This is an optimization exercise on Yosys and OpenROAD, whose aim is small area, a short achievable clock period and few clock cycles per item, not a production implementation. Function was checked by simulation only, so behaviour that the tests miss may differ from the original.

==> flow/design.v, too long to show whole: its modules and the start of the top module <==
// module csim_front: 108 lines
// module csim_mul: 1127 lines
// module csim_queue: 23 lines
// module csim_back: 144 lines
// module cosine_similarity_stream_core: 66 lines
module cosine_similarity_stream_core (
  input  logic                                clk,
  input  logic                                rst_n,
  input  logic                                in_push,
  output logic                                in_full,
  input  logic signed [csim_pkg::ELEM_W-1:0]  in_a_value,
  input  logic signed [csim_pkg::ELEM_W-1:0]  in_b_value,
  input  logic                                in_is_last,
  input  logic                                out_pop,
  output logic                                out_empty,
  output logic signed [csim_pkg::SIM_W-1:0]   out_similarity,
  output logic                                out_status
);
  // ...
==> flow/flow/run.sh <==
#!/bin/bash
# Own flow: the standard layout (standard.sh, unchanged synthesis, same SDC and
# clock period), with repair_timing asked to keep a larger setup margin so that the
# layout is optimised for a shorter achieved period. make's full output goes to
# flow_make.log here; ORFS also keeps each step's log under orfs/logs/.
set -euo pipefail
bash standard.sh SETUP_SLACK_MARGIN=11.5 finish > flow_make.log 2>&1
==> flow/standard.sh <==
#!/bin/bash
# synth_recipe.tcl (not shown) runs the flow's synth.tcl, then flattens the netlist and writes it again
# the make line also repeats each setting of config.mk as NAME=value (left out here)
make -C /OpenROAD-flow-scripts/flow DESIGN_CONFIG=/design/flow/config.mk WORK_HOME=/design/flow/orfs CLKGATE_MAP_FILE= SYNTH_SCRIPT=/design/flow/synth_recipe.tcl "${@:-finish}"
==> flow/config.mk <==
export PLATFORM = sky130hd
export DESIGN_NAME = cosine_similarity_stream_core
export DESIGN_NICKNAME = cosine_similarity_stream_core
export VERILOG_FILES = /design/flow/design.v
export SDC_FILE = /design/flow/constraint.sdc
export NUM_CORES = 4
export LEC_CHECK = 0
export CAP_MARGIN = 20
export CORE_MARGIN = 2
export CORE_UTILIZATION = 60
export CTS_BUF_LIST = sky130_fd_sc_hd__clkbuf_8
export CTS_CLUSTER_SIZE = 20
export SLEW_MARGIN = 20
export TNS_END_PERCENT = 10
==> flow/constraint.sdc <==
create_clock -name core_clock -period 16.0 [get_ports {clk}]
set_input_delay 3.2000 -clock core_clock [delete_from_list [all_inputs] [get_ports {clk}]]
set_output_delay 3.2000 -clock core_clock [all_outputs]
set_load 0.01 [all_outputs]
==> reports/metrics.cfg, run 1 <==
[synth]
synth_top_family_by_area=adder cells
synthSimpleGateAreaFrac_pct=14.93
postSynth.asyncResetShare_pct=0
netlist_top_cells_count=nor2_1 (756), a21oi_1 (667), inv_1 (578)
syn_nets=8419

[clock_tree]
cts_setup_buffers=191
clock_sinks=826
clk_latency_ns=0.94
cts_buffers=150
cts_hold_buf=0
cts_resized=442

[hold_path]
hp-class=flip-flop to flip-flop
hold_end=u_front.l1_r$_DFF_P_

[setup_path]
cp_num_buf_inv=3
r2r_cells=21
crit_path_max_fanout=5

[final_layout]
clk_share_pct=4.295
buffers=421
multi_input_area_mm2=0.04562
syn_to_final_growth_pct=17.20
largest_reg_flops=104
fin_cells=9219

[global_routing]
grt_max_degree=96
antenna_found_initial=13

[outcome]
status=finished clean

[floorplan]
ios=56
die_h_um=337.3

[placed_design]
preCtsSetupSlack_ns=7.561

[drt]
ant_nets=0

[sta]
maxSlewHeadroom_pct=21.12

[run]
drv_cap=0

Testbench counts, summed over its fixed seeds: cycles 20,537, vectors 384.
==> run 2, diff against run 1 <==
--- a/flow/flow/run.sh
+++ b/flow/flow/run.sh
@@ -4,4 +4,4 @@
 # layout is optimised for a shorter achieved period. make's full output goes to
 # flow_make.log here; ORFS also keeps each step's log under orfs/logs/.
 set -euo pipefail
-bash standard.sh SETUP_SLACK_MARGIN=11.5 finish > flow_make.log 2>&1
+bash standard.sh SETUP_SLACK_MARGIN=12 finish > flow_make.log 2>&1
==> run 2 against run 1 <==
Compared with the run above:
- still clean on timing, DRC and antenna
- global-route usage is 0.21 points lower
- die area is the same
- routed wire length decreased by 1.2%
- clock-buffer cell count did not move
- non-clock buffer count down 28
- maximum frequency decreased by 0.76%
==> reports/metrics.cfg, run 2 <==
[drt]
drt_iter0_markers=6459  ; was 7025
avgViaCountPerCell=6.363  ; was 6.409
vias=58517  ; was 59084
ant_nets=0  ; unchanged
firstDrtPassIters=8  ; was 9
drt_wl_total_um=236500  ; was 239300 um
avgRoutedWirePerCell_um=25.71  ; was 25.95 um
drc=0  ; unchanged

[global_routing]
top_usage_layer=met2  ; unchanged
use_met1_pct=52.00  ; was 52.99%
grt_pass1_vias=56860  ; was 56854
antenna_found_initial=8  ; was 13
grt-ovfl-total=0  ; unchanged
grt_pass1_wl_um=347400  ; was 348700 um
use_met3_pct=10.66  ; was 9.935%
grt_use_total_pct=40.54  ; was 40.75%
grt_max_degree=82  ; was 96
met2_usage_pct=60.51  ; was 60.99%

[setup_path]
end_kind=flip-flop  ; unchanged
cp_data_arrival_time_ns=6.35  ; was 6.12 ns
startpoint=u_back.dp_r[1]$_DFFE_PP_  ; unchanged
start_kind=flip-flop  ; unchanged
worstReg2RegStart=u_back.dp_r[1]$_DFFE_PP_  ; unchanged
crit_required_ns=16.83  ; was 16.64 ns
crit_path_max_fanout=5  ; unchanged
critPathKind=flip-flop to flip-flop  ; unchanged

[placed_design]
portBuffers=55  ; unchanged
dp.cells=8629  ; was 8624
hpwl_um=166700  ; was 168900 um
preCtsSetupSlack_ns=7.547  ; was 7.561 ns
finalWeightedCongestion=1.028  ; was 1.046

[floorplan]
die_area_mm2=0.1137  ; unchanged
die_h_um=337.3  ; unchanged
initial_utilization_pct=60.38  ; unchanged
fp-row-count=122  ; unchanged
die_w_um=337.3  ; unchanged
ios=56  ; unchanged
coreArea_mm2=0.1104  ; unchanged

[final_layout]
layout_common_cells=nor2_1 (708), a21oi_1 (613), inv_1 (611), nand2_1 (497)  ; was nor2_1 (710), a21oi_1 (603), inv_1 (602), nand2_1 (495), dfxtp_1 (477)
reg_top3=u_back.r_r x104, u_back.pa_r x102, u_back.p_r x87  ; unchanged
drive_above_1_share_pct=15.21  ; was 15.44%
final_common_cell=nor2_1  ; unchanged
syn_to_final_growth_pct=16.77  ; was 17.20%
fin_cells=9197  ; was 9219
final_nets=8554  ; was 8569
largest_reg_flops=104  ; unchanged
fillCellCount=8403  ; was 8478
largest-register=u_back.r_r  ; unchanged

[sta]
hold_viol_final=0  ; unchanged
rsz0062_at_grt=true  ; unchanged
fin_crit_sh_pct=34.49  ; was 34.23%
timing.final.ws_setup_ns=10.48  ; was 10.52 ns
tns_ns=0  ; unchanged
worstMarginPinSlew_ns=1.176  ; was 1.170 ns
finalSetupViolCount=0  ; unchanged
min_period_ns=5.519  ; was 5.477 ns
clock_skew_ns=0.07589  ; was 0.05439 ns
fmax_mhz=181.2  ; was 182.6 MHz
slew_viol_final=0  ; unchanged
maxSlewHeadroom_pct=20.49  ; was 21.12%

[synth]
muxShareOfSynthArea_pct=2.341  ; unchanged
synthXorXnorAreaFrac_pct=6.480  ; unchanged
netlist_instances=7444  ; unchanged
yosys-top-cells-area=edfxtp_1 (16%), dfxtp_1 (14%), fa_1 (14%), ha_1 (8.7%), a21oi_1 (5.0%)  ; unchanged
yosysSeqAreaShare_pct=29.98  ; unchanged
synth_cell_types=84  ; unchanged
ys.flop_type=dfxtp_1  ; unchanged
synth_top_area_share_pct=15.50  ; unchanged
netlist_top_cells_count=nor2_1 (756), a21oi_1 (667), inv_1 (578)  ; unchanged
synthAdderAreaFrac_pct=23.09  ; unchanged
syn_avg_cell_area_um2=8.952  ; unchanged
synth_compound_area_share_pct=17.44  ; unchanged
synth_top_family_by_area=adder cells  ; unchanged
synthSimpleGateAreaFrac_pct=14.93  ; unchanged
post-synth-top-area-cell=edfxtp_1  ; unchanged
syn_nets=8419  ; unchanged
synth_seq_cells=826  ; unchanged
synth-edff-count=344  ; unchanged
syn_area_mm2=0.06664  ; unchanged
postSynth.asyncResetShare_pct=0  ; unchanged
yosysMostFrequentCell=nor2_1  ; unchanged
yosys_warnings=4  ; unchanged

[outcome]
status=finished clean  ; unchanged

[clock_tree]
cts_root_buffer=clkbuf_8  ; unchanged
ctsHtreeMaxLevel=4  ; unchanged
clk_latency_ns=0.94  ; about the same
cts_buffers=148  ; was 150
cts_tree=built  ; unchanged
clock_sinks=826  ; unchanged
clk_pin_slew_worst_paths_ns=0.07  ; about the same
clockBufferDepth=3  ; unchanged

[hold_path]
hp-start=u_front.l0_r$_DFF_P_  ; unchanged
hp-class=flip-flop to flip-flop  ; unchanged

[run]
drv_cap=0  ; unchanged

[run 2: cell counts after synthesis]
No cell type changed its count.
[run 2: worst max-delay path: stages, from the launching register on]
cell       delay [ns]
edfxtp_1         0.52
and2_4           0.30
buf_12           0.14
nand2_1          0.05
o21ai_1          0.14
fa_1             0.50
ha_4             0.31
o211ai_1         0.17
o211a_4          0.31
nor3_4           0.22
o2111ai_2        0.19
a31o_4           0.28
a211oi_2         0.30
buf_4            0.21
o211ai_1         0.29
a2111oi_4        0.56
o21ai_4          0.13
nor2b_4          0.20
a21oi_1          0.08
a31o_2           0.21
a221o_1          0.27
[run 2: kinds of logic after synthesis]
group	Yosys count
XOR/XNOR	493
flip-flops	826
AND/OR/NAND/NOR	2112
AO/OA/AOI/OAI	1913
multiplexers	147
buffers and inverters	1008
adder cells (fa/ha/maj)	945
[run 2: path summary, 6_finish.rpt]
kind                                                     end  slack, ns  depth (start not counted)
worst min register to register          u_front.l1_r$_DFF_P_       0.35                          0
worst max register to register  u_back.pa_r[97]$_SDFFE_PP0P_      10.48                         20
worst max-delay path            u_back.pa_r[97]$_SDFFE_PP0P_      10.48                         20
worst min-delay path                    u_front.l1_r$_DFF_P_       0.35                          0
[run 2: metrics by stage]
stage	instance area, um2	hold slack [ns]	utilization (%)
2_1_floorplan	66990	0.3230	-
4_1_cts	75880	0.3506	68.76
3_3_place_gp	68140	0.3268	61.74
6_report	77810	0.3479	70.51
5_1_grt	77810	0.3579	70.50
3_5_place_dp	68140	0.3409	61.75
[run 2: repair_timing]
item                       4_1_cts  5_1_grt
gates cloned                    37       20
setup buffers                  177       54
setup endpoints to repair      696      747
gates resized for setup        437      311
pin swaps                      140      105
hold buffers                     0        0
[run 2: layer usage]
| metal | up-vias | routed length, um |
|---|---|---|
| met5 | - | 79 |
| met4 | 8 | 18380 |
| met2 | 3428 | 101200 |
| met1 | 28217 | 90230 |
| met3 | 805 | 26580 |
| li1 | 26059 | - |
[run 2: layout make-up]
cell class	count	area [um2]	area share, %
Clock inverter	98	757.0	0.9728
Multi-Input combinational cell	5628	45770	58.82
Timing Repair Buffer	393	4748	6.102
Antenna cell	3	7.507	0.009648
Tap cell	1488	1862	2.393
Clock buffer	179	2464	3.166
Sequential cell	826	20000	25.70
Inverter	582	2208	2.838

-- static timing again, ports no longer ideal --
The results above use ideal ports. As a check the final layouts listed here were re-extracted and re-timed, cells and wires unchanged.
Step 1 (the two cells are an assumption about what drives the block):
set clk [get_ports {clk}]
set_driving_cell -lib_cell sky130_fd_sc_hd__clkbuf_16 $clk
set_driving_cell -lib_cell sky130_fd_sc_hd__buf_2 [delete_from_list [all_inputs] $clk]
Step 2 also shifts input and output timing later by t, the mid clock arrival at the registers, as if the neighbouring blocks saw the same clock.
Three values: ideal, step 1, step 2; two values: the first two.
run | shift t [ns] | setup slack, ns | clock arrival spread, ns
run 1 | 0.993 | 10.523 / 10.523 / 10.523 | 0.059 / 0.058
run 2 | 0.979 | 10.481 / 10.481 / 10.481 | 0.076 / 0.076
After both steps every run listed still meets setup and hold.
